Background: an optimization exercise with open tools, aiming at small area, a short achievable clock period and few clock cycles per item. Do not read the settings as production practice.
RTL that was checked went through simulation tests only; none was proved equivalent to the original.
No functional check of the RTL was part of run 1.
Power is estimated from default activity; no workload was simulated.

$ cat flow/config.mk
export PLATFORM = sky130hd
export DESIGN_NAME = pov_panel_top
export DESIGN_NICKNAME = pov_panel_top
export VERILOG_FILES = /design/flow/design.v
export SDC_FILE = /design/flow/constraint.sdc
export NUM_CORES = 4
export LEC_CHECK = 0
export CAP_MARGIN = 20
export CORE_MARGIN = 2
export CORE_UTILIZATION = 50
export CTS_BUF_LIST = sky130_fd_sc_hd__clkbuf_16
export CTS_CLUSTER_DIAMETER = 100
export CTS_CLUSTER_SIZE = 30
export SETUP_SLACK_MARGIN = 5
export SLEW_MARGIN = 20
export TNS_END_PERCENT = 100
$ cat flow/constraint.sdc
create_clock -name core_clock -period 8.0 [get_ports {clk_in}]
set_input_delay 1.6000 -clock core_clock [delete_from_list [all_inputs] [get_ports {clk_in}]]
set_output_delay 1.6000 -clock core_clock [all_outputs]
set_load 0.01 [all_outputs]
$ cat flow/design.v
module host_regs (
   input  logic                  clk_in,
   input  logic                  rst_in,
   input  logic                  host_req,
   input  logic                  host_sel,      
   input  logic [(1 + $clog2(8) + $clog2(16))-1:0] host_addr,
   input  logic [(3 * 3)-1:0]  host_wdata,
   input  logic [$clog2(16)-1:0]  ph,            
   output logic                  host_ack,
   output logic                  wr_en,         
   output logic [$clog2(8):0]    wr_ring,       
   output logic [(3 * 3)-1:0]  wr_data,
   output logic                  pend_v,
   output logic                  ctrl_enable,
   output logic [8-1:0] ctrl_unit
);
   logic [$clog2(16)-1:0] pend_slot;    
   logic [$clog2(16)-1:0] host_slot;
   logic [$clog2(16)-1:0] ph_next;
   logic                 idle_q;       
   logic                 take_ctrl;
   logic                 take_pix;
   assign host_slot = {host_addr[$clog2(16)-2:0], host_addr[$clog2(16)-1]};
   assign ph_next   = ph + 1'b1;
   assign take_ctrl = idle_q && host_req && !host_sel;
   assign take_pix  = idle_q && host_req && host_sel && !pend_v;
   always_ff @(posedge clk_in) begin
      if (rst_in) begin
         host_ack    <= 1'b0;
         idle_q      <= 1'b1;
         ctrl_enable <= 1'b0;
         ctrl_unit   <= {{(8-1){1'b0}}, 1'b1};
      end else begin
         host_ack <= idle_q ? (take_ctrl || take_pix) : host_req;
         if (!idle_q) begin
            idle_q <= !host_req;
         end else if (take_ctrl || take_pix) begin
            idle_q <= 1'b0;
         end
         if (take_ctrl) begin
            ctrl_enable <= host_wdata[0];
            ctrl_unit   <= host_wdata[(8 + 1)-1:1];
         end
      end
   end
   always_ff @(posedge clk_in) begin
      pend_v <= take_pix || (pend_v && !wr_en);
      wr_en  <= take_pix ? (host_slot == ph_next)
                         : (pend_v && !wr_en && (pend_slot == ph_next));
      if (idle_q && !pend_v) begin
         pend_slot <= host_slot;
         wr_ring   <= host_addr[(1 + $clog2(8) + $clog2(16))-1:$clog2(16)];
         wr_data   <= host_wdata;
      end
   end
endmodule
module frame_memory (
   input  logic                  clk_in,
   input  logic                  wr_en,
   input  logic [$clog2(8):0]    wr_ring,
   input  logic [(3 * 3)-1:0]  wr_data,
   input  logic [$clog2(8)-1:0]  rd_row,
   input  logic [1:0]            rd_plane,
   output logic [2:0]            rd_top,
   output logic [2:0]            rd_bot
);
   localparam int NRING = 2 * 8;
   localparam int RBITS = 16 * (3 * 3);
   logic [(3 * 3)-1:0] tap [NRING];
   for (genvar g = 0; g < NRING; g++) begin : g_ring
      logic [RBITS-1:0] ring;
      always_ff @(posedge clk_in) begin
         ring <= {(wr_en && wr_ring == g) ? wr_data : ring[(3 * 3)-1:0],
                  ring[RBITS-1:(3 * 3)]};
      end
      assign tap[g] = ring[(3 * 3)-1:0];
   end
   logic [(3 * 3)-1:0] top_pix;
   logic [(3 * 3)-1:0] bot_pix;
   assign top_pix = tap[{1'b0, rd_row}];
   assign bot_pix = tap[{1'b1, rd_row}];
   always_comb begin
      case (rd_plane)
         2'd1:    begin
            rd_top = {top_pix[7], top_pix[4], top_pix[1]};
            rd_bot = {bot_pix[7], bot_pix[4], bot_pix[1]};
         end
         2'd2:    begin
            rd_top = {top_pix[8], top_pix[5], top_pix[2]};
            rd_bot = {bot_pix[8], bot_pix[5], bot_pix[2]};
         end
         default: begin
            rd_top = {top_pix[6], top_pix[3], top_pix[0]};
            rd_bot = {bot_pix[6], bot_pix[3], bot_pix[0]};
         end
      endcase
   end
endmodule
module scan_sequencer (
   input  logic                  clk_in,
   input  logic                  rst_in,
   input  logic                  enable,
   input  logic                  pend_v,       
   input  logic                  lit_free,     
   input  logic [2:0]            rd_top,
   input  logic [2:0]            rd_bot,
   output logic [$clog2(16)-1:0]  ph,
   output logic [$clog2(8)-1:0]  rd_row,
   output logic [1:0]            rd_plane,
   output logic [1:0]            lat_plane,    
   output logic                  lat_load_n,   
   output logic [2:0]            rgb0,
   output logic [2:0]            rgb1,
   output logic                  led_clk,
   output logic                  led_latch,
   output logic [$clog2(8)-1:0]  hub75_address
);
   localparam logic [1:0] S_IDLE  = 2'd0;    
   localparam logic [1:0] S_SHIFT = 2'd1;    
   localparam logic [1:0] S_DONE  = 2'd2;    
   logic [1:0]           sstate;
   logic                 turn;       
   logic [$clog2(8)-1:0] sh_row;     
   logic [1:0]           sh_plane;
   logic [$clog2(8)-1:0] lat_row;    
   logic                 fresh;      
   logic                 allowed;
   logic                 latch_now;
   logic                 start;
   logic [5:0]           col_q;
   assign rd_row   = sh_row;
   assign rd_plane = sh_plane;
   assign lat_plane = (sh_plane == 2'd0) ? 2'd2 : sh_plane - 1'b1;
   assign lat_row   = ((sh_plane == 2'd2) || (sh_plane == 2'd1 && sstate != S_DONE))
                      ? sh_row : sh_row - 1'b1;
   assign allowed   = (sh_plane != 2'd0) || (enable && !fresh);
   assign latch_now = (sstate == S_DONE) && lit_free;
   assign start     = (ph == '0) && allowed && ((sstate == S_IDLE) || latch_now);
   always_ff @(posedge clk_in) begin
      ph <= ph + 1'b1;
   end
   always_ff @(posedge clk_in) begin
      if (rst_in) begin
         sstate    <= S_IDLE;
         turn      <= 1'b0;
         sh_row    <= '0;
         sh_plane  <= '0;
         led_clk    <= 1'b0;
         led_latch  <= 1'b0;
         lat_load_n <= 1'b1;
         fresh      <= 1'b1;
      end else begin
         led_clk    <= (sstate == S_SHIFT) && ph[0];
         led_latch  <= latch_now;
         lat_load_n <= !latch_now;
         if (!pend_v) fresh <= 1'b0;
         case (sstate)
            S_IDLE: begin
               if (start) begin
                  sstate <= S_SHIFT;
                  turn   <= 1'b0;
               end
            end
            S_SHIFT: begin
               if (ph == '1) begin
                  turn <= 1'b1;
                  if (turn) begin
                     sstate <= S_DONE;
                     if (sh_plane == 2'd2) begin
                        sh_plane <= '0;
                        sh_row   <= sh_row + 1'b1;
                     end else begin
                        sh_plane <= sh_plane + 1'b1;
                     end
                  end
               end
            end
            S_DONE: begin
               if (latch_now) begin
                  sstate <= start ? S_SHIFT : S_IDLE;
                  turn   <= 1'b0;
               end
            end
            default: begin
               sstate <= S_IDLE;
            end
         endcase
      end
   end
   always_ff @(posedge clk_in) begin
      hub75_address <= lat_row;
   end
   always_ff @(posedge clk_in) begin
      col_q <= {rd_bot, rd_top};
      {rgb1, rgb0} <= turn ? {rd_bot, rd_top} : col_q;
   end
endmodule
module hub75_output (
   input  logic                  clk_in,
   input  logic                  rst_in,
   input  logic                  lat_load_n,   
   input  logic [1:0]            lat_plane,
   input  logic [8-1:0] unit,
   output logic                  lit_free,
   output logic                  led_output_enable
);
   logic [(8 + 3 - 1)-1:0] disp_cnt;
   logic [8-1:0] unit_n;
   logic [8-1:0] unit_q;
   logic [8-1:0] unit_l;
   logic                  lit_q;       
   assign unit_n   = (unit == '0) ? {{(8-1){1'b0}}, 1'b1} : unit;
   assign unit_l   = (lat_plane == 2'd0) ? unit_n : unit_q;
   assign lit_free = !lit_q || (disp_cnt == (8 + 3 - 1)'(1));
   always_ff @(posedge clk_in) begin
      if (rst_in) begin
         led_output_enable <= 1'b1;
         lit_q             <= 1'b0;
      end else begin
         led_output_enable <= lat_load_n && (!lit_q || disp_cnt == (8 + 3 - 1)'(1));
         lit_q             <= !lat_load_n || (lit_q && disp_cnt != (8 + 3 - 1)'(1));
      end
   end
   always_ff @(posedge clk_in) begin
      if (!lat_load_n) begin
         disp_cnt <= {{(3-1){1'b0}}, unit_l} << lat_plane;
         if (lat_plane == 2'd0) unit_q <= unit_n;
      end else begin
         disp_cnt <= disp_cnt - 1'b1;
      end
   end
endmodule
module pov_panel_top (
   input  logic                  clk_in,
   input  logic                  rst_in,
   input  logic                  host_req,
   input  logic                  host_sel,      
   input  logic [(1 + $clog2(8) + $clog2(16))-1:0] host_addr,     
   input  logic [(3 * 3)-1:0]  host_wdata,
   output logic                  host_ack,
   output logic [2:0]            rgb0,
   output logic [2:0]            rgb1,
   output logic                  led_clk,
   output logic                  led_latch,
   output logic                  led_output_enable,
   output logic [$clog2(8)-1:0]  hub75_address
);
   logic                  wr_en;
   logic [$clog2(8):0]    wr_ring;
   logic [(3 * 3)-1:0]  wr_data;
   logic                  pend_v;
   logic                  ctrl_enable;
   logic [8-1:0] ctrl_unit;
   logic [$clog2(16)-1:0]  ph;
   logic [$clog2(8)-1:0]  rd_row;
   logic [1:0]            rd_plane;
   logic [2:0]            rd_top;
   logic [2:0]            rd_bot;
   logic [1:0]            lat_plane;
   logic                  lit_free;
   logic                  lat_load_n;
   host_regs u_host_regs (
      .clk_in      (clk_in),
      .rst_in      (rst_in),
      .host_req    (host_req),
      .host_sel    (host_sel),
      .host_addr   (host_addr),
      .host_wdata  (host_wdata),
      .ph          (ph),
      .host_ack    (host_ack),
      .wr_en       (wr_en),
      .wr_ring     (wr_ring),
      .wr_data     (wr_data),
      .pend_v      (pend_v),
      .ctrl_enable (ctrl_enable),
      .ctrl_unit   (ctrl_unit)
   );
   frame_memory u_frame_memory (
      .clk_in   (clk_in),
      .wr_en    (wr_en),
      .wr_ring  (wr_ring),
      .wr_data  (wr_data),
      .rd_row   (rd_row),
      .rd_plane (rd_plane),
      .rd_top   (rd_top),
      .rd_bot   (rd_bot)
   );
   scan_sequencer u_scan_sequencer (
      .clk_in        (clk_in),
      .rst_in        (rst_in),
      .enable        (ctrl_enable),
      .pend_v        (pend_v),
      .lit_free      (lit_free),
      .rd_top        (rd_top),
      .rd_bot        (rd_bot),
      .ph            (ph),
      .rd_row        (rd_row),
      .rd_plane      (rd_plane),
      .lat_plane     (lat_plane),
      .lat_load_n    (lat_load_n),
      .rgb0          (rgb0),
      .rgb1          (rgb1),
      .led_clk       (led_clk),
      .led_latch     (led_latch),
      .hub75_address (hub75_address)
   );
   hub75_output u_hub75_output (
      .clk_in            (clk_in),
      .rst_in            (rst_in),
      .lat_load_n        (lat_load_n),
      .lat_plane         (lat_plane),
      .unit              (ctrl_unit),
      .lit_free          (lit_free),
      .led_output_enable (led_output_enable)
   );
endmodule
$ cat flow/flow/run.sh
#!/bin/bash
set -euo pipefail
KNOBS="SETUP_SLACK_MARGIN=5.4 MATCH_CELL_FOOTPRINT=0"
bash standard.sh $KNOBS place > make_place.log 2>&1
PLACE_ODB=orfs/results/sky130hd/pov_panel_top/base/3_place.odb \
  openroad -no_init -exit flow/pin_flops.tcl > pin_flops.log 2>&1
bash standard.sh $KNOBS finish > make_finish.log 2>&1
$ cat flow/flow/pin_flops.tcl
# Move the flip-flop behind each output port's buffer next to that buffer,
# then legalise. Reads and rewrites the placed database named in PLACE_ODB.
read_db $::env(PLACE_ODB)
set block [ord::get_db_block]
set moved 0
foreach bterm [$block getBTerms] {
  if {[$bterm getIoType] ne "OUTPUT"} { continue }
  set net [$bterm getNet]
  set buf ""
  foreach it [$net getITerms] {
    if {[$it isOutputSignal]} { set buf [$it getInst] }
  }
  if {$buf eq ""} { continue }
  set in_net ""
  foreach it [$buf getITerms] {
    if {[$it isInputSignal] && [$it getNet] ne "NULL"} { set in_net [$it getNet] }
  }
  if {$in_net eq ""} { continue }
  set ff ""
  foreach it [$in_net getITerms] {
    if {[$it isOutputSignal]} { set ff [$it getInst] }
  }
  if {$ff eq ""} { continue }
  set mname [[$ff getMaster] getName]
  if {![string match "sky130_fd_sc_hd__*df*" $mname]} { continue }
  lassign [$buf getLocation] bx by
  $ff setLocation $bx $by
  $ff setPlacementStatus PLACED
  incr moved
  puts "moved [$ff getName] ($mname) to the buffer of [$bterm getName] at $bx $by"
}
puts "moved $moved flip-flops"
detailed_placement
check_placement -verbose
write_db $::env(PLACE_ODB)
$ cat flow/standard.sh
#!/bin/bash
# synth_recipe.tcl (not shown) runs the flow's synth.tcl, then flattens the netlist and writes it again
# the make line also repeats each setting of config.mk as NAME=value (left out here)
make -C /OpenROAD-flow-scripts/flow DESIGN_CONFIG=/design/flow/config.mk WORK_HOME=/design/flow/orfs CLKGATE_MAP_FILE= SYNTH_SCRIPT=/design/flow/synth_recipe.tcl "${@:-finish}"
==> impl_metrics.json, run 1 <==
{
  "outcome": "complete, no violations",
  "wl_per_cell_um": 17.6,
  "final_nets": 3089,
  "syn-cell-area_um2": 52500,
  "cts_buffer_depth": 3,
  "routed_wl_um": 78100,
  "die_area_um2": 108000,
  "grt_pass1_vias": 19387,
  "route.detailed.drc": 0,
  "cpPeakStageDelay_ps": 340,
  "dpl.hpwl_um": 50900,
  "vias": 19607,
  "max_freq_ghz": 0.363,
  "die_x_um": 328,
  "synth_top_area_frac": 0.900,
  "io_buffers": 33,
  "rows": 118,
  "grt_pass1_wl_um": 117000,
  "synth.avg_cell_area_um2": 17.7,
  "p_per_area_nw_per_um2": 311,
  "die_h_um": 328,
  "boundaryPins": 34,
  "clkSinkCount": 2385,
  "period_minus_slack_ps": 2750,
  "max_slew_margin": 0.256,
  "final_antenna_net_count": 0,
  "cp_num_buf_inv": 1,
  "post-route-period-util": 0.344,
  "maxCapViolations": 0,
  "crit_fanout": 1,
  "critPathTopFamily": "flip-flops",
  "grt_max_degree": 38,
  "htree_levels": 3,
  "cp-startpoint": "u_host_regs.host_ack$_SDFF_PP0_",
  "rr_startpoint": "u_scan_sequencer.sh_row[0]$_SDFFE_PP0P_",
  "cts_tree": "built",
  "synth_common_cells": "dfxtp_1 (2360), mux2_2 (154), nor2_1 (42)",
  "clock_latency_ps": 720,
  "ys_seq_area_frac": 0.915,
  "async_flop_share": 0,
  "synth_cell_types": 60,
  "cts-root-buf": "clkbuf_16",
  "cts_made_buffers": 90,
  "crit_slowest_cell": "dfxtp_2",
  "synth_edf_count": 25,
  "gp_congestion": 0.865,
  "area_growth_pct": 8.72,
  "worstPathCellList": "buf_6",
  "ys.warnings.count": 5,
  "finalSetupViolCount": 0,
  "rsz0062_at_grt": "yes",
  "hold_path_class": "reg2reg",
  "syn_nets": 2997,
  "p_leak_nw": 22.5,
  "core_area_um2": 104000,
  "crit_path_end_kind": "output port",
  "synth_top_area_cell": "dfxtp_1",
  "dr.pass1.iters": 8,
  "cp_data_required_time_ps": 6400,
  "cp.arrival_ps": 1150,
  "setup_tns_ps": 0,
  "grt.total_usage": 0.147,
  "finalMaxSlewViolations": 0,
  "path_clk_slew_ps": 100,
  "fin_skew_ps": 36.2,
  "dp_slack_ps": 4860,
  "tightest_slew_ps": 1120,
  "worst_slack_ps": 5250,
  "ir_drop_mv": 0.201,
  "synth.most_common_cell": "dfxtp_1",
  "worst_setup_path_start_kind": "register",
  "grt_antenna_before_repair": 7,
  "ys_seq_elements": 2385,
  "drt_iter0_drc": 1166,
  "grt_overflow": 0,
  "synthFlopType": "dfxtp_1",
  "hold_buffers": 0,
  "syn_inst": 2960,
  "ys_top_cells_by_area": "dfxtp_1 (90%), mux2_2 (3.3%), edfxtp_1 (1.4%)",
  "critPathKind": "reg2out",
  "via_per_inst": 4.41,
  "holdCritStartpoint": "u_frame_memory.g_ring[4].ring[10]$_DFF_P_",
  "hold_violations": 0,
  "initial_core_util": 0.506,
  "drive_above_1_share": 0.107
}
## cells by family (layout without fill, tap and decap cells)
family,Yosys count,after routing,share of synthesized area
multiplexers,178,178,0.0376
other,0,4,0
AO/OA/AOI/OAI,142,142,0.0203
flip-flops,2385,2385,0.915
AND/OR/NAND/NOR,139,139,0.0140
adder cells (fa/ha/maj),16,16,0.00382
XOR/XNOR,18,18,0.00300
buffers and inverters,82,187,0.00663
## final timing paths
kind	to	slack, ps	depth (start not counted)
max	host_ack	5250	1
min	u_frame_memory.g_ring[4].ring[1]$_DFF_P_	310	0
max reg2reg	u_scan_sequencer.rgb1[1]$_DFF_P_	5460	9
min reg2reg	u_frame_memory.g_ring[4].ring[1]$_DFF_P_	310	0
## metal layers
layer	vias up	global-route usage	wire (µm)
met3	161	0.0268	2600
met5	-	0	0
met1	9517	0.217	40300
met4	0	0.0559	2770
met2	292	0.215	32500
li1	9637	-	-
## timing repair
item                       in CTS  in global routing
resized for setup              68                 15
pin swaps                       2                  3
buffers inserted                1                  2
setup endpoints to repair      25                 26
## per-stage QoR
stage	hold slack, ps	area, µm²	total power [mW]	utilization	cells
floorplan	310	52500	12.6	-	2960
global placement	310	54400	12.7	0.524	4336
detailed placement	312	54400	12.7	0.524	4336
CTS	308	56900	17.9	0.549	4442
global route	320	57000	18.4	0.550	4445
finish	315	57100	17.8	0.550	4449
## report_power, final
| part | switching, mW | leakage [nW] | internal (mW) |
|---|---|---|---|
| combinational | 0.0950 | 2.02 | 0.0746 |
| clock | 3.21 | 1.21 | 2.09 |
| sequential | 0.180 | 19.3 | 12.1 |
## cell usage in the layout (no fill, tap or decap), types with 17 or more instances in the layout
cell             count
mux2_2             153
buf_4               17
mux2i_1             24
a22oi_1             27
clkbuf_16           91
nand2_1             21
dfxtp_1           2349
clkdlybuf4s50_1     19
nor2_1              40
edfxtp_1            25
inv_1               36
## flip-flops by register name (all words and copies together) (netlist names), 2 cells and up
register / flops
u_scan_sequencer.col_q: 6
u_hub75_output.disp_cnt: 10
u_frame_memory.g_ring.ring: 2304
u_host_regs.pend_slot: 4
u_hub75_output.unit_q: 8
u_host_regs.ctrl_unit: 8
u_host_regs.wr_ring: 4
u_scan_sequencer.rgb0: 3
u_scan_sequencer.hub75_address: 3
u_scan_sequencer.sstate: 2
u_host_regs.wr_data: 9
u_scan_sequencer.ph: 4
u_scan_sequencer.sh_row: 3
u_scan_sequencer.rgb1: 3
u_scan_sequencer.sh_plane: 2
## final cells by class
type	instances	area, µm²
Sequential cell	2385	48000
Fill cell	8018	46700
Multi-Input combinational cell	493	4310
Clock buffer	91	2280
Tap cell	1380	1730
Timing Repair Buffer	51	457
Clock inverter	14	145
Inverter	31	116
Antenna cell	4	10.0
==> run 2: changes to the inputs <==
--- a/flow/design.v
+++ b/flow/design.v
@@ -31,11 +31,12 @@
          ctrl_enable <= 1'b0;
          ctrl_unit   <= {{(8-1){1'b0}}, 1'b1};
       end else begin
-         host_ack <= idle_q ? (take_ctrl || take_pix) : host_req;
          if (!idle_q) begin
-            idle_q <= !host_req;
+            host_ack <= host_req;
+            idle_q   <= !host_req;
          end else if (take_ctrl || take_pix) begin
-            idle_q <= 1'b0;
+            host_ack <= 1'b1;
+            idle_q   <= 1'b0;
          end
          if (take_ctrl) begin
             ctrl_enable <= host_wdata[0];
@@ -208,17 +209,20 @@
    logic [8-1:0] unit_n;
    logic [8-1:0] unit_q;
    logic [8-1:0] unit_l;
-   logic                  lit_q;       
+   logic                  lit_n;       
    assign unit_n   = (unit == '0) ? {{(8-1){1'b0}}, 1'b1} : unit;
    assign unit_l   = (lat_plane == 2'd0) ? unit_n : unit_q;
-   assign lit_free = !lit_q || (disp_cnt == (8 + 3 - 1)'(1));
+   assign lit_free = lit_n || (disp_cnt == (8 + 3 - 1)'(1));
    always_ff @(posedge clk_in) begin
       if (rst_in) begin
          led_output_enable <= 1'b1;
-         lit_q             <= 1'b0;
-      end else begin
-         led_output_enable <= lat_load_n && (!lit_q || disp_cnt == (8 + 3 - 1)'(1));
-         lit_q             <= !lat_load_n || (lit_q && disp_cnt != (8 + 3 - 1)'(1));
+         lit_n             <= 1'b1;
+      end else if (!lat_load_n) begin
+         led_output_enable <= 1'b0;
+         lit_n             <= 1'b0;
+      end else if (disp_cnt == (8 + 3 - 1)'(1)) begin
+         led_output_enable <= 1'b1;
+         lit_n             <= 1'b1;
       end
    end
    always_ff @(posedge clk_in) begin
--- a/flow/config.mk
+++ b/flow/config.mk
@@ -5,6 +5,7 @@
 export SDC_FILE = /design/flow/constraint.sdc
 export NUM_CORES = 4
 export LEC_CHECK = 0
+export ABC_AREA = 1
 export CAP_MARGIN = 20
 export CORE_MARGIN = 2
 export CORE_UTILIZATION = 50
==> impl_metrics.json, run 2 <==
{
  "synth_cell_types": 37,
  "largest_register": "u_frame_memory.g_ring.ring",
  "vias": 20889,
  "grt_pass1_wl_um": 116000,
  "hold_slack_ps": 304,
  "ys_seq_elements": 2384,
  "dpl.hpwl_um": 50200,
  "drive_above_1_share": 0.0473,
  "grt_pass1_vias": 19541,
  "worst_r2r_endpoint": "u_frame_memory.g_ring[14].ring[137]$_DFF_P_",
  "io_buffers": 33,
  "cpPeakStageDelay_ps": 340,
  "area_growth_pct": 8.13,
  "hold_buffers": 0,
  "rows": 118,
  "worst_setup_path_start_kind": "register",
  "route.detailed.drc": 0,
  "syn_inst": 3367,
  "rr_startpoint": "u_host_regs.wr_en$_DFF_P_",
  "holdCritStartpoint": "u_frame_memory.g_ring[6].ring[26]$_DFF_P_",
  "gp_congestion": 0.826,
  "mostFrequentLayoutCells": "dfxtp_1 (2350), nand2_1 (295), nor2_1 (164)",
  "initial_core_util": 0.506,
  "grt_overflow": 0,
  "post-route-period-util": 0.344,
  "syn_nets": 3404,
  "hold_violations": 0,
  "die_area_um2": 108000,
  "dr.pass1.iters": 4,
  "finalMaxSlewViolations": 0,
  "cts_tree": "built",
  "grt_antenna_before_repair": 5,
  "synth_edf_count": 25,
  "grt.total_usage": 0.144,
  "crit_slowest_cell": "dfxtp_2",
  "rsz0062_at_grt": "yes",
  "crit_path_end_kind": "output port",
  "tightest_slew_ps": 965,
  "setup_tns_ps": 0,
  "ys.warnings.count": 5,
  "p_per_area_nw_per_um2": 315,
  "core_area_um2": 104000,
  "ys_seq_area_frac": 0.912,
  "clkSinkCount": 2384,
  "cts-root-buf": "clkbuf_16",
  "via_per_inst": 4.31,
  "final_common_cell": "dfxtp_1",
  "die_h_um": 328,
  "wl_per_cell_um": 15.9,
  "period_minus_slack_ps": 2750,
  "final_antenna_net_count": 0,
  "ys_top_cells_by_area": "dfxtp_1 (90%), nand2_1 (2.1%), edfxtp_1 (1.4%)",
  "cp_data_required_time_ps": 6400,
  "finalSetupViolCount": 0,
  "worstPathCellList": "buf_6",
  "path_clk_slew_ps": 120,
  "crit_fanout": 1,
  "cp_num_buf_inv": 1,
  "hold_path_class": "reg2reg",
  "final_nets": 3494,
  "syn-cell-area_um2": 52600,
  "async_flop_share": 0,
  "cts_made_buffers": 89,
  "grt_max_degree": 32,
  "drt_iter0_drc": 1385,
  "fin_skew_ps": 44.9,
  "largest_reg_flops": 2304,
  "synth_top_area_frac": 0.898,
  "htree_levels": 3,
  "p_leak_nw": 22.8,
  "cts_buffer_depth": 3,
  "outcome": "complete, no violations",
  "synth.avg_cell_area_um2": 15.6,
  "largest_registers": "u_frame_memory.g_ring.ring (2304), u_hub75_output.disp_cnt (10), u_host_regs.wr_data (9)",
  "synth_top_area_cell": "dfxtp_1",
  "cp.arrival_ps": 1150,
  "boundaryPins": 34,
  "routed_wl_um": 77100,
  "maxCapViolations": 0,
  "die_x_um": 328,
  "critPathTopFamily": "flip-flops",
  "r2r_cells": 5,
  "synth.most_common_cell": "dfxtp_1",
  "synthFlopType": "dfxtp_1",
  "hold_depth": 0,
  "r2r_setup_slack_ps": 5490,
  "max_freq_ghz": 0.363,
  "min_to": "u_frame_memory.g_ring[6].ring[17]$_DFF_P_",
  "ir_drop_mv": 0.222,
  "critPathKind": "reg2out",
  "clock_latency_ps": 710,
  "synth_common_cells": "dfxtp_1 (2359), nand2_1 (295), nor2_1 (165)",
  "max_slew_margin": 0.356
}
-- run 2: cell types whose count changed after synthesis, moves of 11 or more --
cell      previous run  this run
a21oi_1             16        57
a22oi_1             27         0
clkbuf_1            31        12
inv_1               31       100
mux2_2             154         0
mux2i_1             24         0
nand2_1             21       295
nand2b_1            11         0
nand3_1             11        80
nor2_1              42       165
o21ai_0             16       148
-- run 2: repair_timing --
item	4_1_cts	5_1_grt
setup endpoints to repair	22	33
resized for setup	60	12
setup buffers	2	0
-- run 2: cell families (layout without fill, tap and decap cells) --
group | count (synthesis) | after routing | share of synthesized area
flops | 2384 | 2384 | 0.912
simple gates | 581 | 581 | 0.0468
compound gates | 224 | 224 | 0.0222
buf+inv | 150 | 253 | 0.0129
fa+ha+maj | 16 | 16 | 0.00381
xor+xnor | 12 | 12 | 0.00200
other cells | 0 | 2 | 0
-- run 2: metrics by stage --
stage | power [mW] | worst slack (ps) | instances | utilization | area, µm²
after floorplan | 12.7 | 5540 | 3367 | - | 52600
after global placement | 12.9 | 4770 | 4744 | 0.524 | 54400
after detailed placement | 12.9 | 4720 | 4744 | 0.524 | 54400
after CTS | 18.1 | 5190 | 4850 | 0.547 | 56800
after global routing | 18.6 | 5190 | 4850 | 0.547 | 56900
final | 17.9 | 5250 | 4852 | 0.547 | 56900
-- run 2: worst max-delay path by stage --
stage / cells past startpoint / end / slack [ps] / start
global placement: 7 / u_host_regs.host_ack$_SDFFE_PP0P_ / 4770 / host_req
finish: 1 / rgb0[2] / 5250 / u_scan_sequencer.rgb0[2]$_DFF_P_
detailed placement: 7 / u_host_regs.host_ack$_SDFFE_PP0P_ / 4720 / host_req
global route: 1 / rgb0[0] / 5190 / u_scan_sequencer.rgb0[0]$_DFF_P_
CTS: 1 / rgb0[0] / 5190 / u_scan_sequencer.rgb0[0]$_DFF_P_
floorplan: 6 / u_host_regs.ctrl_unit[6]$_SDFFE_PP0P_ / 5540 / host_req
-- run 2: where the power goes --
group          switching, mW  internal (mW)  leakage [nW]
sequential             0.133           12.2          19.3
clock                   3.20           2.06          1.19
combinational          0.199         0.0684          2.29
total                   3.53           14.4          22.8
-- run 2: layer usage --
| layer | GRT usage | share of wire | up-vias |
|---|---|---|---|
| met5 | 0 | 0 | - |
| met4 | 0.0506 | 0.029 | 0 |
| met3 | 0.0232 | 0.036 | 116 |
| met2 | 0.205 | 0.40 | 314 |
| met1 | 0.223 | 0.54 | 9847 |
| li1 | - | - | 10612 |
-- run 2: cell type report --
| type | count | area, µm² |
|---|---|---|
| flip-flops and latches | 2384 | 48000 |
| clock inverters | 14 | 121 |
| well taps | 1380 | 1730 |
| multi-input cells | 833 | 3970 |
| clock buffers | 90 | 2250 |
| inverters | 105 | 397 |
| diodes | 2 | 5.00 |
| repair buffers | 44 | 404 |
| fillers | 8317 | 47100 |
Testbench counts of run 2, summed over its fixed seeds: cycles 18,708, lines 192.
==> run 3: changes to the inputs <==
--- a/flow/config.mk
+++ b/flow/config.mk
@@ -5,7 +5,6 @@
 export SDC_FILE = /design/flow/constraint.sdc
 export NUM_CORES = 4
 export LEC_CHECK = 0
-export ABC_AREA = 1
 export CAP_MARGIN = 20
 export CORE_MARGIN = 2
 export CORE_UTILIZATION = 50
==> impl_metrics.json, run 3 <==
{
  "fin_skew_ps": 32.9,
  "rr_startpoint": "u_host_regs.wr_en$_DFF_P_",
  "outcome": "complete, no violations",
  "routed_wl_um": 76200,
  "hold_path_class": "reg2reg",
  "synth_top_area_frac": 0.903,
  "tightest_slew_ps": 1120,
  "swShare": 0.194,
  "max_freq_ghz": 0.367,
  "synth_edf_count": 25,
  "maxCapViolations": 0,
  "cts_tree": "built",
  "p_sw_mw": 3.44,
  "vias": 19660,
  "cpPeakStageDelay_ps": 350,
  "synth.most_common_cell": "dfxtp_1",
  "synth.avg_cell_area_um2": 17.8,
  "async_flop_share": 0,
  "max_slew_margin": 0.253,
  "clock_latency_ps": 670,
  "hold_buffers": 0,
  "finalMaxSlewViolations": 0,
  "grtUsageMet1": 0.205,
  "p_per_area_nw_per_um2": 310,
  "cp_data_required_time_ps": 6400,
  "grt_max_degree": 33,
  "drive_above_1_share": 0.108,
  "die_x_um": 327,
  "cts_made_buffers": 89,
  "route.detailed.drc": 0,
  "area_growth_pct": 8.95,
  "final_antenna_net_count": 0,
  "critPathTopFamily": "flip-flops",
  "p_seq_frac": 0.694,
  "synth_cell_types": 55,
  "grtUsageMet3": 0.0263,
  "final_nets": 3088,
  "initial_core_util": 0.505,
  "combPwrFrac": 0.012,
  "grt_antenna_before_repair": 9,
  "htree_levels": 3,
  "dp.cells": 4325,
  "rsz0062_at_grt": "yes",
  "path_clk_slew_ps": 100,
  "cp-startpoint": "u_host_regs.host_ack$_SDFFE_PP0P_",
  "rows": 118,
  "gp_congestion": 0.880,
  "crit_slowest_cell": "dfxtp_4",
  "critPathKind": "reg2out",
  "syn-cell-area_um2": 52300,
  "p_leak_nw": 22.5,
  "syn_inst": 2945,
  "dpl.hpwl_um": 46200,
  "setup_tns_ps": 0,
  "grt_overflow": 0,
  "holdCritStartpoint": "u_frame_memory.g_ring[14].ring[84]$_DFF_P_",
  "hold_violations": 0,
  "finalSetupViolCount": 0,
  "largest_registers": "u_frame_memory.g_ring.ring (2304), u_hub75_output.disp_cnt (10), u_host_regs.wr_data (9)",
  "synth_common_cells": "dfxtp_1 (2359), mux2_2 (155), nor2_1 (53)",
  "boundaryPins": 34,
  "stdcell_count": 4443,
  "synthFlopType": "dfxtp_1",
  "ir_drop_mv": 0.247,
  "grt.total_usage": 0.142,
  "ys_top_cells_by_area": "dfxtp_1 (90%), mux2_2 (3.3%), edfxtp_1 (1.4%)",
  "period_minus_slack_ps": 2720,
  "ys_seq_area_frac": 0.917,
  "grt_pass1_wl_um": 115000,
  "n_fill_cell": 8077,
  "die_h_um": 327,
  "grt_pass1_vias": 19499,
  "met2_usage": 0.214,
  "io_buffers": 33,
  "cp.arrival_ps": 1120,
  "ys_seq_elements": 2384,
  "clkSinkCount": 2384,
  "post-route-period-util": 0.340,
  "p_int_mw": 14.2,
  "drt_iter0_drc": 1432,
  "via_per_inst": 4.42,
  "cts_buffer_depth": 3,
  "clkPwrFrac": 0.294,
  "postLayoutCoreUtil": 0.550,
  "crit_path_end_kind": "output port",
  "ys.warnings.count": 5,
  "die_area_um2": 107000,
  "wl_per_cell_um": 17.2,
  "crit_fanout": 2,
  "final_common_cell": "dfxtp_1",
  "mostFrequentLayoutCells": "dfxtp_1 (2346), mux2_2 (152), clkbuf_16 (92)",
  "worst_setup_path_start_kind": "register",
  "largest_register": "u_frame_memory.g_ring.ring",
  "synth_top_area_cell": "dfxtp_1",
  "core_area_um2": 104000,
  "cts-root-buf": "clkbuf_16",
  "largest_reg_flops": 2304,
  "globalRoute.busiestLayer": "met2",
  "dr.pass1.iters": 7,
  "syn_nets": 2982,
  "cp_num_buf_inv": 1,
  "worstPathCellList": "buf_6"
}
-- run 3: cell count changes after synthesis, sizes merged, moves of 14 or more --
cell | before | now
nand3 | 88 | 11
nor2 | 175 | 53
a22oi | 0 | 17
a21oi | 57 | 24
a22o | 0 | 14
o21ai | 149 | 13
mux2 | 0 | 155
inv | 103 | 19
mux2i | 0 | 22
clkbuf | 18 | 32
nand2 | 300 | 18
-- run 3: path summary, 6_finish.rpt --
path,to,slack [ps],depth (start not counted)
hold reg to reg,u_frame_memory.g_ring[14].ring[75]$_DFF_P_,310,0
hold / removal,u_frame_memory.g_ring[14].ring[75]$_DFF_P_,310,0
setup reg to reg,u_frame_memory.g_ring[8].ring[141]$_DFF_P_,5400,3
setup / recovery,host_ack,5280,1
-- run 3: per-layer routing --
layer  wire length (µm)  vias to the layer above
met2              32100                      389
met4               2940                        2
met1              37900                     9472
met5                 13                        -
li1                   -                     9637
met3               3240                      160
-- run 3: power by group through the flow --
stage / logic (mW) / registers (mW) / clock network (mW)
2_1_floorplan: 0.134 / 12.4 / 0
3_3_place_gp: 0.175 / 12.5 / 0
3_5_place_dp: 0.206 / 12.5 / 0
4_1_cts: 0.213 / 12.3 / 5.36
5_1_grt: 0.225 / 12.3 / 5.78
6_report: 0.211 / 12.3 / 5.20
-- run 3: kinds of logic after synthesis --
logic type | synth area share
adders and majority gates | 0.00383
xor gates and xnor gates | 0.00301
buffers and inverters | 0.00548
muxes | 0.0376
DFF | 0.917
AOI/OAI and AO/OA | 0.0202
and+or+nand+nor | 0.0130
-- run 3: what timing repair did --
item                                    CTS  global route
gates cloned                              3             0
setup buffers                            10             2
gates resized for setup                  80            26
pin swaps                                 3             4
endpoints found under the setup margin   34            19
-- run 3: cell type report --
cell class                 count  area (µm²)  share of cell area
clock buffer                  90        2250              0.0395
clock inverter                11        73.8             0.00129
antenna                        2        5.00           0.0000878
inverter                      20        75.1             0.00132
timing repair buffer          62         661              0.0116
tap                         1380        1730              0.0303
multi-input combinational    494        4210              0.0739
sequential                  2384       48000               0.842
-- run 3: per-stage QoR --
stage | hold slack, ps | total power, mW | area [µm²] | setup slack [ps]
final | 313 | 17.7 | 57000 | 5280
after global routing | 318 | 18.3 | 57000 | 5200
after CTS | 312 | 17.8 | 56900 | 5210
after detailed placement | 312 | 12.7 | 54300 | 4390
after global placement | 310 | 12.7 | 54300 | 4550
after floorplan | 310 | 12.6 | 52300 | 5460
==> run 4: changes to the inputs <==
--- a/flow/config.mk
+++ b/flow/config.mk
@@ -7,7 +7,7 @@
 export LEC_CHECK = 0
 export CAP_MARGIN = 20
 export CORE_MARGIN = 2
-export CORE_UTILIZATION = 50
+export CORE_UTILIZATION = 40
 export CTS_BUF_LIST = sky130_fd_sc_hd__clkbuf_16
 export CTS_CLUSTER_DIAMETER = 100
 export CTS_CLUSTER_SIZE = 30
==> impl_metrics.json, run 4 <==
{
  "outcome": "complete, no violations",
  "hold_slack_ps": 320,
  "critPathTopFamily": "flip-flops",
  "die_h_um": 366,
  "largest_register": "u_frame_memory.g_ring.ring",
  "rr_startpoint": "u_scan_sequencer.sh_row[1]$_SDFFE_PP0P_",
  "grt_overflow": 0,
  "fin_area_um2": 57500,
  "cpPeakStageDelay_ps": 350,
  "r2r_setup_slack_ps": 5410,
  "finalPower_mw": 17.7,
  "gp_congestion": 0.806,
  "dp_slack_ps": 4560,
  "ys.warnings.count": 5,
  "hold_depth": 0,
  "p_leak_nw": 22.5,
  "final_antenna_net_count": 0,
  "route.detailed.drc": 0,
  "htree_levels": 3,
  "synth_cell_types": 55,
  "path_clk_slew_ps": 110,
  "crit_slowest_cell": "dfxtp_2",
  "period_minus_slack_ps": 2760,
  "hold_violations": 0,
  "combPwrFrac": 0.011,
  "ir_drop_mv": 0.191,
  "p_seq_frac": 0.691,
  "worst_r2r_endpoint": "u_scan_sequencer.rgb1[0]$_DFF_P_",
  "rows": 132,
  "cts_made_buffers": 89,
  "dr.pass1.iters": 5,
  "synth_edf_count": 25,
  "p_int_mw": 14.3,
  "cts_tree": "built",
  "fin_skew_ps": 32.7,
  "clkSinkCount": 2384,
  "syn-cell-area_um2": 52300,
  "largest_registers": "u_frame_memory.g_ring.ring (2304), u_hub75_output.disp_cnt (10), u_host_regs.wr_data (9)",
  "max_freq_ghz": 0.362,
  "swShare": 0.196,
  "holdCritStartpoint": "u_frame_memory.g_ring[8].ring[130]$_DFF_P_",
  "p_sw_mw": 3.47,
  "min_to": "u_frame_memory.g_ring[8].ring[121]$_DFF_P_",
  "die_x_um": 366,
  "mostFrequentLayoutCells": "dfxtp_1 (2344), mux2_2 (155), clkbuf_16 (93)",
  "synth_top_area_cell": "dfxtp_1",
  "worstPathCellList": "buf_6",
  "clock_latency_ps": 680,
  "dp.cells": 4682,
  "boundaryPins": 34,
  "hold_path_class": "reg2reg",
  "via_per_inst": 4.04,
  "grt_pass1_wl_um": 111000,
  "finalMaxSlewViolations": 0,
  "cts_buffer_depth": 3,
  "die_area_um2": 134000,
  "hold_buffers": 0,
  "ys_seq_area_frac": 0.917,
  "grt_max_degree": 32,
  "cp_num_buf_inv": 1,
  "worst_slack_ps": 5240,
  "syn_inst": 2945,
  "finalSetupViolCount": 0,
  "p_per_area_nw_per_um2": 309,
  "r2r_cells": 8,
  "core_area_um2": 130000,
  "drt_iter0_drc": 1320,
  "final_nets": 3080,
  "crit_path_end_kind": "output port",
  "maxCapViolations": 0,
  "ys_top_cells_by_area": "dfxtp_1 (90%), mux2_2 (3.3%), edfxtp_1 (1.4%)",
  "critPathKind": "reg2out",
  "synth.avg_cell_area_um2": 17.8,
  "clkPwrFrac": 0.298,
  "wl_per_cell_um": 15.5,
  "io_buffers": 33,
  "tightest_slew_ps": 1130,
  "setup_tns_ps": 0,
  "synth_common_cells": "dfxtp_1 (2359), mux2_2 (155), nor2_1 (53)",
  "grt.total_usage": 0.111,
  "area_growth_pct": 9.82,
  "max_slew_margin": 0.245,
  "grt_pass1_vias": 18172,
  "vias": 19382,
  "ys_seq_elements": 2384,
  "async_flop_share": 0,
  "largest_reg_flops": 2304,
  "drive_above_1_share": 0.106,
  "grt_antenna_before_repair": 5,
  "cts-root-buf": "clkbuf_16",
  "rsz0062_at_grt": "yes",
  "synth_top_area_frac": 0.903,
  "cp_data_required_time_ps": 6400,
  "routed_wl_um": 74400,
  "cp.arrival_ps": 1160,
  "syn_nets": 2982,
  "initial_core_util": 0.404,
  "crit_fanout": 1,
  "synth.most_common_cell": "dfxtp_1",
  "post-route-period-util": 0.345,
  "worst_setup_path_start_kind": "register",
  "postLayoutCoreUtil": 0.443,
  "place_area_um2": 54700,
  "stdcell_count": 4803,
  "final_common_cell": "dfxtp_1",
  "dpl.hpwl_um": 45700,
  "synthFlopType": "dfxtp_1"
}
-- run 4: cell counts after synthesis --
Identical to the previous run, type by type.
-- run 4: power by group through the flow --
stage	logic, mW	clock network, mW	registers [mW]
5_1_grt	0.211	5.89	12.3
3_3_place_gp	0.174	0	12.5
2_1_floorplan	0.134	0	12.4
6_report	0.192	5.29	12.3
3_5_place_dp	0.178	0	12.5
4_1_cts	0.181	5.46	12.3
-- run 4: cell type report --
type / instances / area, µm²
antenna: 3 / 7.51
clock buffer: 91 / 2280
clock inverter: 15 / 126
fill: 11249 / 72200
inverter: 20 / 75.1
multi-input combinational: 493 / 4190
sequential: 2384 / 48000
tap: 1742 / 2180
timing repair buffer: 55 / 602
-- run 4: repair_timing --
action,in CTS,in global routing
buffers inserted,6,3
resized for setup,87,21
endpoints found under the setup margin,43,20
gates cloned,2,0
pin swaps,3,2
-- run 4: cell families (layout without fill, tap and decap cells) --
logic type / after synthesis / after routing / synth area share
flip-flops: 2384 / 2384 / 0.917
multiplexers: 177 / 177 / 0.0376
AND/OR/NAND/NOR: 138 / 138 / 0.0130
other: 0 / 3 / 0
buffers and inverters: 68 / 181 / 0.00548
AO/OA/AOI/OAI: 144 / 144 / 0.0202
adder cells (fa/ha/maj): 16 / 16 / 0.00383
XOR/XNOR: 18 / 18 / 0.00301
-- run 4: worst max-delay path by stage --
stage	endpoint	depth (start not counted)	start	slack, ps
floorplan	u_host_regs.ctrl_unit[0]$_SDFFE_PP1P_	4	host_sel	5460
global placement	u_host_regs.ctrl_unit[0]$_SDFFE_PP1P_	3	host_sel	4580
detailed placement	u_host_regs.ctrl_unit[0]$_SDFFE_PP1P_	3	host_sel	4560
CTS	rgb1[2]	1	u_scan_sequencer.rgb1[2]$_DFF_P_	5180
global route	rgb1[2]	1	u_scan_sequencer.rgb1[2]$_DFF_P_	5170
finish	rgb1[2]	1	u_scan_sequencer.rgb1[2]$_DFF_P_	5240
-- run 4: per-layer routing --
layer	up-vias	part of all wire	track usage
met3	121	0.047	0.0214
met2	336	0.40	0.160
met5	-	0	0
met4	0	0.030	0.0380
met1	9301	0.52	0.167
li1	9624	-	-
==> run 5: changes to the inputs <==
==> flow/flow/run.sh (replaced) <==
#!/bin/bash
set -euo pipefail
KNOBS="SETUP_SLACK_MARGIN=5.8 MATCH_CELL_FOOTPRINT=0"
bash standard.sh $KNOBS place > make_place.log 2>&1
PLACE_ODB=orfs/results/sky130hd/pov_panel_top/base/3_place.odb \
  openroad -no_init -exit flow/pin_flops.tcl > pin_flops.log 2>&1
bash standard.sh $KNOBS finish > make_finish.log 2>&1
--- a/flow/config.mk
+++ b/flow/config.mk
@@ -7,7 +7,7 @@
 export LEC_CHECK = 0
 export CAP_MARGIN = 20
 export CORE_MARGIN = 2
-export CORE_UTILIZATION = 40
+export CORE_UTILIZATION = 50
 export CTS_BUF_LIST = sky130_fd_sc_hd__clkbuf_16
 export CTS_CLUSTER_DIAMETER = 100
 export CTS_CLUSTER_SIZE = 30
==> impl_metrics.json, run 5 <==
{
  "outcome": "complete, no violations",
  "critPathTopFamily": "flip-flops",
  "syn-cell-area_um2": 52300,
  "r2r_setup_slack_ps": 5460,
  "syn_inst": 2945,
  "maxCapViolations": 0,
  "vias": 19803,
  "hold_path_class": "reg2reg",
  "ys.warnings.count": 5,
  "crit_fanout": 2,
  "drt_iter0_drc": 1405,
  "p_per_area_nw_per_um2": 308,
  "cp_data_required_time_ps": 6400,
  "die_x_um": 327,
  "critPathKind": "reg2out",
  "rows": 118,
  "hold_buffers": 0,
  "max_freq_ghz": 0.362,
  "largest_registers": "u_frame_memory.g_ring.ring (2304), u_hub75_output.disp_cnt (10), u_host_regs.wr_data (9)",
  "ys_seq_elements": 2384,
  "initial_core_util": 0.505,
  "rr_startpoint": "u_scan_sequencer.sh_row[1]$_SDFFE_PP0P_",
  "worst_setup_path_start_kind": "register",
  "crit_slowest_cell": "dfxtp_2",
  "via_per_inst": 4.44,
  "crit_path_end_kind": "output port",
  "drive_above_1_share": 0.128,
  "synth_top_area_frac": 0.903,
  "core_area_um2": 104000,
  "async_flop_share": 0,
  "synth.most_common_cell": "dfxtp_1",
  "syn_nets": 2982,
  "dp.cells": 4325,
  "routed_wl_um": 77800,
  "grt_max_degree": 32,
  "largest_reg_flops": 2304,
  "dr.pass1.iters": 8,
  "area_growth_pct": 10.1,
  "ir_drop_mv": 0.201,
  "synth_edf_count": 25,
  "cts_made_buffers": 89,
  "die_area_um2": 107000,
  "cts-root-buf": "clkbuf_16",
  "max_slew_margin": 0.213,
  "path_clk_slew_ps": 110,
  "htree_levels": 3,
  "grt_pass1_vias": 19647,
  "largest_register": "u_frame_memory.g_ring.ring",
  "hold_depth": 0,
  "mostFrequentLayoutCells": "dfxtp_1 (2346), mux2_2 (151), clkbuf_16 (93)",
  "io_buffers": 33,
  "grt.total_usage": 0.144,
  "worstPathCellList": "buf_6",
  "cpPeakStageDelay_ps": 360,
  "synthFlopType": "dfxtp_1",
  "n_fill_cell": 7978,
  "route.detailed.drc": 0,
  "cts_buffer_depth": 3,
  "grt_pass1_wl_um": 117000,
  "ys_top_cells_by_area": "dfxtp_1 (90%), mux2_2 (3.3%), edfxtp_1 (1.4%)",
  "post-route-period-util": 0.345,
  "setup_tns_ps": 0,
  "final_nets": 3105,
  "synth_top_area_cell": "dfxtp_1",
  "dpl.hpwl_um": 47300,
  "hold_violations": 0,
  "grt_overflow": 0,
  "synth_common_cells": "dfxtp_1 (2359), mux2_2 (155), nor2_1 (53)",
  "clock_latency_ps": 690,
  "cp.arrival_ps": 1160,
  "stdcell_count": 4463,
  "fin_skew_ps": 35.8,
  "clkSinkCount": 2384,
  "worst_r2r_endpoint": "u_scan_sequencer.rgb0[1]$_DFF_P_",
  "finalMaxSlewViolations": 0,
  "cp_num_buf_inv": 1,
  "p_leak_nw": 22.7,
  "min_to": "u_frame_memory.g_ring[4].ring[72]$_DFF_P_",
  "wl_per_cell_um": 17.4,
  "die_h_um": 327,
  "final_antenna_net_count": 0,
  "synth_cell_types": 55,
  "rsz0062_at_grt": "yes",
  "synth.avg_cell_area_um2": 17.8,
  "final_common_cell": "dfxtp_1",
  "grt_antenna_before_repair": 5,
  "period_minus_slack_ps": 2760,
  "cp.depth": 1,
  "tightest_slew_ps": 1180,
  "ys_seq_area_frac": 0.917,
  "boundaryPins": 34,
  "cts_tree": "built",
  "gp_congestion": 0.867,
  "r2r_cells": 9,
  "finalSetupViolCount": 0,
  "holdCritStartpoint": "u_frame_memory.g_ring[4].ring[81]$_DFF_P_"
}
[run 5: area by class of cell]
type	instances	area, µm²	area share
inverters	20	85.1	0.00148
repair buffers	80	872	0.0151
well taps	1380	1730	0.0300
flip-flops and latches	2384	48000	0.833
clock inverters	14	119	0.00206
clock buffers	90	2250	0.0391
multi-input cells	493	4550	0.0789
diodes	2	5.00	0.0000869
[run 5: cell families (layout without fill, tap and decap cells)]
group | count (synthesis) | count (layout) | synth area share
fa+ha+maj | 16 | 16 | 0.00383
other cells | 0 | 2 | 0
buf+inv | 68 | 204 | 0.00548
mux | 177 | 177 | 0.0376
flops | 2384 | 2384 | 0.917
simple gates | 138 | 138 | 0.0130
xor+xnor | 18 | 18 | 0.00301
compound gates | 144 | 144 | 0.0202
[run 5: worst max-delay path by stage]
stage | from | endpoint | slack (ps)
6_report | u_host_regs.host_ack$_SDFFE_PP0P_ | host_ack | 5240
5_1_grt | u_host_regs.host_ack$_SDFFE_PP0P_ | host_ack | 5190
4_1_cts | u_host_regs.host_ack$_SDFFE_PP0P_ | host_ack | 5180
3_5_place_dp | u_scan_sequencer.sh_row[2]$_SDFFE_PP0P_ | u_scan_sequencer.rgb1[2]$_DFF_P_ | 4400
3_3_place_gp | u_scan_sequencer.sh_row[2]$_SDFFE_PP0P_ | u_scan_sequencer.rgb1[2]$_DFF_P_ | 4650
2_1_floorplan | host_sel | u_host_regs.wr_en$_DFF_P_ | 5710
[run 5: repair_timing]
| action | in CTS | in global routing |
|---|---|---|
| pin swaps | 19 | 18 |
| resized for setup | 124 | 43 |
| setup endpoints to repair | 78 | 61 |
| cloned | 3 | 0 |
| buffers inserted | 24 | 5 |
[run 5: metal layers]
layer / up-vias / share of wire / track usage
met4: 0 / 0.035 / 0.0509
met5: - / 0 / 0
met2: 420 / 0.43 / 0.218
met1: 9569 / 0.49 / 0.208
li1: 9650 / - / -
met3: 164 / 0.042 / 0.0282
[run 5: power breakdown]
part	internal, mW	switching, mW
clock network	2.06	3.20
registers	12.1	0.154
logic	0.0921	0.146
[run 5: metrics by stage]
step           hold WS (ps)  cell area (µm²)   util  setup slack, ps  power (mW)
2_1_floorplan           310            52400      -             5710        12.6
3_3_place_gp            310            54400  0.524             4650        12.7
3_5_place_dp            312            54400  0.525             4400        12.8
4_1_cts                 314            57400  0.553             5180        17.9
5_1_grt                 331            57600  0.556             5190        18.3
6_report                316            57600  0.556             5240        17.7
==> run 6: changes to the inputs <==
==> flow/flow/run.sh (replaced) <==
#!/bin/bash
set -euo pipefail
KNOBS="SETUP_SLACK_MARGIN=5.6 MATCH_CELL_FOOTPRINT=0"
bash standard.sh $KNOBS place > make_place.log 2>&1
PLACE_ODB=orfs/results/sky130hd/pov_panel_top/base/3_place.odb \
  openroad -no_init -exit flow/pin_flops.tcl > pin_flops.log 2>&1
bash standard.sh $KNOBS finish > make_finish.log 2>&1
==> impl_metrics.json, run 6 <==
{
  "outcome": "complete, no violations",
  "synth_cell_types": 55,
  "mostFrequentLayoutCells": "dfxtp_1 (2347), mux2_2 (151), clkbuf_16 (97)",
  "synth_top_area_frac": 0.903,
  "hold_buffers": 0,
  "die_x_um": 327,
  "drive_above_1_share": 0.119,
  "hold_slack_ps": 319,
  "io_buffers": 33,
  "syn_inst": 2945,
  "postLayoutCoreUtil": 0.554,
  "critPathTopFamily": "flip-flops",
  "path_clk_slew_ps": 110,
  "multi_input_comb_area_um2": 4390,
  "worst_slack_ps": 5260,
  "grt.total_usage": 0.143,
  "area_growth_pct": 9.64,
  "place_area_um2": 54300,
  "routed_wl_um": 77300,
  "period_minus_slack_ps": 2740,
  "cts_buffer_depth": 3,
  "rsz0062_at_grt": "yes",
  "worst_setup_path_start_kind": "register",
  "via_per_inst": 4.44,
  "grt_antenna_before_repair": 12,
  "crit_path_end_kind": "output port",
  "cts-root-buf": "clkbuf_16",
  "htree_levels": 3,
  "synth.avg_cell_area_um2": 17.8,
  "tightest_slew_ps": 1150,
  "post-route-period-util": 0.343,
  "max_freq_ghz": 0.365,
  "async_flop_share": 0,
  "r2r_setup_slack_ps": 5530,
  "dpl.hpwl_um": 46400,
  "syn-cell-area_um2": 52300,
  "vias": 19764,
  "finalPower_mw": 17.8,
  "p_leak_nw": 22.6,
  "grt_pass1_wl_um": 116000,
  "stdcell_count": 4450,
  "die_area_um2": 107000,
  "ys.warnings.count": 5,
  "hold_violations": 0,
  "wl_per_cell_um": 17.4,
  "maxCapViolations": 0,
  "fin_skew_ps": 19.1,
  "cpPeakStageDelay_ps": 340,
  "largest_registers": "u_frame_memory.g_ring.ring (2304), u_hub75_output.disp_cnt (10), u_host_regs.wr_data (9)",
  "n_antenna_cell": 0,
  "p_per_area_nw_per_um2": 310,
  "rows": 118,
  "synthFlopType": "dfxtp_1",
  "max_slew_margin": 0.231,
  "dp.cells": 4321,
  "grt_max_degree": 50,
  "synth_top_area_cell": "dfxtp_1",
  "setup_tns_ps": 0,
  "final_common_cell": "dfxtp_1",
  "largest_register": "u_frame_memory.g_ring.ring",
  "crit_fanout": 2,
  "dr.pass1.iters": 7,
  "clkSinkCount": 2384,
  "cts_made_buffers": 89,
  "grt_pass1_vias": 19511,
  "ys_top_cells_by_area": "dfxtp_1 (90%), mux2_2 (3.3%), edfxtp_1 (1.4%)",
  "die_h_um": 327,
  "gp_congestion": 0.829,
  "ys_seq_area_frac": 0.917,
  "final_nets": 3092,
  "grt_overflow": 0,
  "drt_iter0_drc": 1187,
  "synth_edf_count": 25,
  "finalSetupViolCount": 0,
  "finalMaxSlewViolations": 0,
  "core_area_um2": 104000,
  "hold_path_class": "reg2reg",
  "route.detailed.drc": 0,
  "syn_nets": 2982,
  "initial_core_util": 0.505,
  "critPathKind": "reg2out",
  "fin_area_um2": 57400,
  "synth.most_common_cell": "dfxtp_1",
  "dp_slack_ps": 4520,
  "cts_tree": "built",
  "final_antenna_net_count": 0,
  "synth_common_cells": "dfxtp_1 (2359), mux2_2 (155), nor2_1 (53)",
  "cp.arrival_ps": 1140,
  "cp_data_required_time_ps": 6400,
  "clock_latency_ps": 680,
  "seq_area_um2": 48000,
  "ir_drop_mv": 0.202,
  "n_fill_cell": 8033,
  "boundaryPins": 34,
  "largest_reg_flops": 2304,
  "cp_num_buf_inv": 1,
  "crit_slowest_cell": "dfxtp_2",
  "ys_seq_elements": 2384,
  "worstPathCellList": "buf_6"
}
run 6: cell counts after synthesis:
No cell type changed its count.
run 6: repair_timing:
action	in CTS	in global routing
pin swaps	10	9
endpoints found under the setup margin	57	29
setup buffers	15	5
resized for setup	101	42
cloned	1	2
run 6: layer usage:
metal | GRT usage | up-vias | part of all wire
li1 | - | 9633 | -
met5 | 0 | - | 0
met2 | 0.213 | 396 | 0.42
met3 | 0.0265 | 152 | 0.046
met4 | 0.0458 | 0 | 0.030
met1 | 0.210 | 9583 | 0.50
run 6: path summary, 6_finish.rpt:
| kind | startpoint | endpoint | cells after the start |
|---|---|---|---|
| setup / recovery | u_host_regs.host_ack$_SDFFE_PP0P_ | host_ack | 1 |
| hold / removal | u_frame_memory.g_ring[1].ring[23]$_DFF_P_ | u_frame_memory.g_ring[1].ring[14]$_DFF_P_ | 0 |
| setup reg to reg | u_scan_sequencer.sh_row[1]$_SDFFE_PP0P_ | u_scan_sequencer.rgb1[2]$_DFF_P_ | 8 |
| hold reg to reg | u_frame_memory.g_ring[1].ring[23]$_DFF_P_ | u_frame_memory.g_ring[1].ring[14]$_DFF_P_ | 0 |
run 6: kinds of logic after synthesis:
family / share of synthesized area
xor+xnor: 0.00301
flops: 0.917
fa+ha+maj: 0.00383
buf+inv: 0.00548
simple gates: 0.0130
compound gates: 0.0202
mux: 0.0376
run 6: cell type report:
class,instances,area share
multi-input cells,493,0.0765
clock inverters,12,0.00168
inverters,20,0.00142
well taps,1380,0.0301
repair buffers,67,0.0127
clock buffers,94,0.0410
flip-flops and latches,2384,0.837
run 6: report_power, final:
part           internal (mW)  switching, mW
Clock                   2.16           3.18
Sequential              12.1          0.168
Combinational         0.0904          0.112
Total                   14.3           3.46
==> run 7: changes to the inputs <==
==> flow/flow/run.sh (replaced) <==
#!/bin/bash
set -euo pipefail
KNOBS="SETUP_SLACK_MARGIN=5.4 MATCH_CELL_FOOTPRINT=0"
bash standard.sh $KNOBS place > make_place.log 2>&1
PLACE_ODB=orfs/results/sky130hd/pov_panel_top/base/3_place.odb \
  openroad -no_init -exit flow/pin_flops.tcl > pin_flops.log 2>&1
bash standard.sh $KNOBS finish > make_finish.log 2>&1
--- a/flow/config.mk
+++ b/flow/config.mk
@@ -8,9 +8,9 @@
 export CAP_MARGIN = 20
 export CORE_MARGIN = 2
 export CORE_UTILIZATION = 50
-export CTS_BUF_LIST = sky130_fd_sc_hd__clkbuf_16
-export CTS_CLUSTER_DIAMETER = 100
-export CTS_CLUSTER_SIZE = 30
+export CTS_BUF_LIST = sky130_fd_sc_hd__clkbuf_8
+export CTS_CLUSTER_DIAMETER = 60
+export CTS_CLUSTER_SIZE = 18
 export SETUP_SLACK_MARGIN = 5
 export SLEW_MARGIN = 20
 export TNS_END_PERCENT = 100
==> impl_metrics.json, run 7 <==
{
  "outcome": "complete, no violations",
  "die_x_um": 327,
  "clock_latency_ps": 810,
  "dpl.hpwl_um": 46200,
  "largest_reg_flops": 2304,
  "p_leak_nw": 22.6,
  "io_buffers": 33,
  "cts-root-buf": "clkbuf_8",
  "rows": 118,
  "ys_top_cells_by_area": "dfxtp_1 (90%), mux2_2 (3.3%), edfxtp_1 (1.4%)",
  "critPathTopFamily": "flip-flops",
  "grt_pass1_vias": 20141,
  "rsz0062_at_grt": "yes",
  "clkSinkCount": 2384,
  "cpPeakStageDelay_ps": 330,
  "synth_edf_count": 25,
  "path_clk_slew_ps": 100,
  "grt_antenna_before_repair": 10,
  "grt_overflow": 0,
  "cts_buffer_depth": 3,
  "worst_r2r_endpoint": "u_frame_memory.g_ring[8].ring[141]$_DFF_P_",
  "drt_iter0_drc": 1260,
  "post-route-period-util": 0.358,
  "synth_simple_gate_area_frac": 0.0130,
  "synthXorXnorAreaFrac": 0.00301,
  "final_antenna_net_count": 0,
  "boundaryPins": 34,
  "hold_buffers": 0,
  "mostFrequentLayoutCells": "dfxtp_1 (2346), clkbuf_8 (161), mux2_2 (151)",
  "max_slew_margin": 0.238,
  "syn-cell-area_um2": 52300,
  "async_flop_share": 0,
  "grt_max_degree": 32,
  "max_freq_ghz": 0.349,
  "setup_tns_ps": 0,
  "synth_top_area_cell": "dfxtp_1",
  "cts_tree": "built",
  "synth_top_family_by_area": "multiplexers",
  "route.detailed.drc": 0,
  "finalPower_mw": 17.6,
  "cp_data_required_time_ps": 6400,
  "fin_skew_ps": 33.2,
  "area_growth_pct": 9.14,
  "ys_seq_area_frac": 0.917,
  "holdCritStartpoint": "u_frame_memory.g_ring[2].ring[29]$_DFF_P_",
  "crit_slowest_cell": "dfxtp_2",
  "finalMaxSlewViolations": 0,
  "grt.total_usage": 0.145,
  "hold_path_class": "reg2reg",
  "final_nets": 3149,
  "synth_top_area_frac": 0.903,
  "hold_depth": 0,
  "p_per_area_nw_per_um2": 308,
  "n_fill_cell": 8096,
  "grt_pass1_wl_um": 117000,
  "synth.most_common_cell": "dfxtp_1",
  "finalSetupViolCount": 0,
  "htree_levels": 4,
  "fin_area_um2": 57100,
  "synth_common_cells": "dfxtp_1 (2359), mux2_2 (155), nor2_1 (53)",
  "syn_inst": 2945,
  "syn_nets": 2982,
  "gp_congestion": 0.880,
  "synthFlopType": "dfxtp_1",
  "worst_setup_path_start_kind": "register",
  "period_minus_slack_ps": 2860,
  "initial_core_util": 0.505,
  "place_area_um2": 54300,
  "stdcell_count": 4525,
  "min_to": "u_frame_memory.g_ring[2].ring[20]$_DFF_P_",
  "rr_startpoint": "u_host_regs.wr_en$_DFF_P_",
  "wl_per_cell_um": 17.1,
  "die_h_um": 327,
  "ys_seq_elements": 2384,
  "ir_drop_mv": 0.217,
  "dp.cells": 4325,
  "final_common_cell": "dfxtp_1",
  "muxShareOfSynthArea": 0.0376,
  "synth_fa_ha_area_frac": 0.00383,
  "via_per_inst": 4.42,
  "core_area_um2": 104000,
  "dr.pass1.iters": 5,
  "cp.arrival_ps": 1260,
  "hold_violations": 0,
  "cts_made_buffers": 153,
  "vias": 20016,
  "die_area_um2": 107000,
  "routed_wl_um": 77400,
  "ys.warnings.count": 5,
  "synth.avg_cell_area_um2": 17.8,
  "synth_compound_area_frac": 0.0202,
  "largest_registers": "u_frame_memory.g_ring.ring (2304), u_hub75_output.disp_cnt (10), u_host_regs.wr_data (9)",
  "drive_above_1_share": 0.130,
  "r2r_cells": 3,
  "crit_fanout": 1,
  "critPathKind": "reg2out",
  "maxCapViolations": 0,
  "worstPathCellList": "buf_2",
  "cp_num_buf_inv": 1,
  "crit_path_end_kind": "output port",
  "cp.depth": 1,
  "tightest_slew_ps": 1140,
  "largest_register": "u_frame_memory.g_ring.ring",
  "synth_cell_types": 55,
  "r2r_setup_slack_ps": 5350
}
run 7: changes by cell type in the layout (fill, tap and decap cells not counted), moves of 4 or more:
cell	before	now
clkbuf_16	97	4
clkbuf_8	0	161
inv_8	0	4
nor2_1	46	52
nor2_2	7	1
run 7: layout make-up:
cell class,instances,area (µm²),area share
clock inverters,25,196,0.00344
inverters,20,75.1,0.00131
diodes,2,5.00,0.0000876
repair buffers,60,672,0.0118
flip-flops and latches,2384,48000,0.841
multi-input cells,493,4210,0.0738
clock buffers,161,2220,0.0388
well taps,1380,1730,0.0302
run 7: cell families (layout without fill, tap and decap cells):
| group | after synthesis | after routing |
|---|---|---|
| AO/OA/AOI/OAI | 144 | 144 |
| XOR/XNOR | 18 | 18 |
| adder cells (fa/ha/maj) | 16 | 16 |
| buffers and inverters | 68 | 266 |
| flip-flops | 2384 | 2384 |
| multiplexers | 177 | 177 |
| other | 0 | 2 |
| AND/OR/NAND/NOR | 138 | 138 |
run 7: repair_timing:
item / in CTS / in global routing
gates cloned: 2 / 2
hold endpoints to repair: 0 / 0
resized for setup: 82 / 27
pin swaps: 3 / 5
endpoints found under the setup margin: 25 / 23
buffers inserted: 7 / 1
run 7: worst max-delay path by stage:
stage	from	to	slack (ps)
3_3_place_gp	host_sel	u_host_regs.ctrl_unit[0]$_SDFFE_PP1P_	4550
5_1_grt	u_scan_sequencer.rgb0[2]$_DFF_P_	rgb0[2]	5030
6_report	u_scan_sequencer.rgb0[2]$_DFF_P_	rgb0[2]	5140
4_1_cts	u_scan_sequencer.rgb0[0]$_DFF_P_	rgb0[0]	5030
3_5_place_dp	u_scan_sequencer.sh_row[2]$_SDFFE_PP0P_	u_scan_sequencer.rgb1[1]$_DFF_P_	4390
2_1_floorplan	host_sel	u_host_regs.ctrl_unit[0]$_SDFFE_PP1P_	5460
run 7: where the power goes:
part           leakage (nW)  internal, mW  switching (mW)
logic                  2.06        0.0920           0.120
clock network          1.28          1.88            3.25
registers              19.2          12.1           0.162
run 7: stage by stage:
step	setup WS, ps	hold WS, ps	util
finish	5140	309	0.551
global route	5030	304	0.551
CTS	5030	308	0.549
detailed placement	4390	312	0.524
global placement	4550	310	0.524
floorplan	5460	310	-
run 7: per-layer routing:
layer / up-vias / track usage / routed length, µm / part of all wire
met1: 9656 / 0.205 / 38200 / 0.49
met5: - / 0 / 0 / 0
li1: 9738 / - / - / -
met3: 187 / 0.0326 / 3730 / 0.048
met4: 0 / 0.0627 / 2740 / 0.035
met2: 435 / 0.215 / 32700 / 0.42

==> what the ideal ports hide <==
How much do the figures lean on ideal ports? The routed layouts below were timed once more, with nothing changed but the port constraints. Step 1 (the two cells are an assumption about what drives the block):
set clk [get_ports {clk_in}]
set_driving_cell -lib_cell sky130_fd_sc_hd__clkbuf_16 $clk
set_driving_cell -lib_cell sky130_fd_sc_hd__buf_2 [delete_from_list [all_inputs] $clk]
Step 2 also shifts input and output timing later by t, the mid clock arrival at the registers, as if the neighbouring blocks saw the same clock. a / b / c = no drivers / after step 1 / after step 2; a / b = the first two.
run | t, ns | slack for setup (ns) | worst hold slack (ns) | clock arrival spread, ns | cell pins on the clock port's net
run 1 | 0.760 | 5.246 / 5.178 / 4.932 | 0.315 / 0.315 / 0.315 | 0.048 / 0.048 | 1
run 2 | 0.750 | 5.245 / 5.177 / 4.901 | 0.304 / 0.304 / 0.304 | 0.048 / 0.049 | 1
run 3 | 0.722 | 5.276 / 5.212 / 4.966 | 0.313 / 0.313 / 0.313 | 0.039 / 0.039 | 1
run 4 | 0.738 | 5.237 / 5.171 / 5.040 | 0.320 / 0.320 / 0.320 | 0.045 / 0.045 | 1
run 5 | 0.744 | 5.241 / 5.174 / 5.110 | 0.316 / 0.316 / 0.316 | 0.043 / 0.042 | 1
run 6 | 0.741 | 5.260 / 5.194 / 4.914 | 0.319 / 0.319 / 0.319 | 0.028 / 0.028 | 1
run 7 | 0.857 | 5.138 / 5.076 / 5.000 | 0.309 / 0.309 / 0.309 | 0.036 / 0.036 | 1
After both steps setup and hold are still met in every run listed. The setup slack of run 6, which loses most, moves by -0.066 ns with the drivers and by -0.346 ns with both steps.
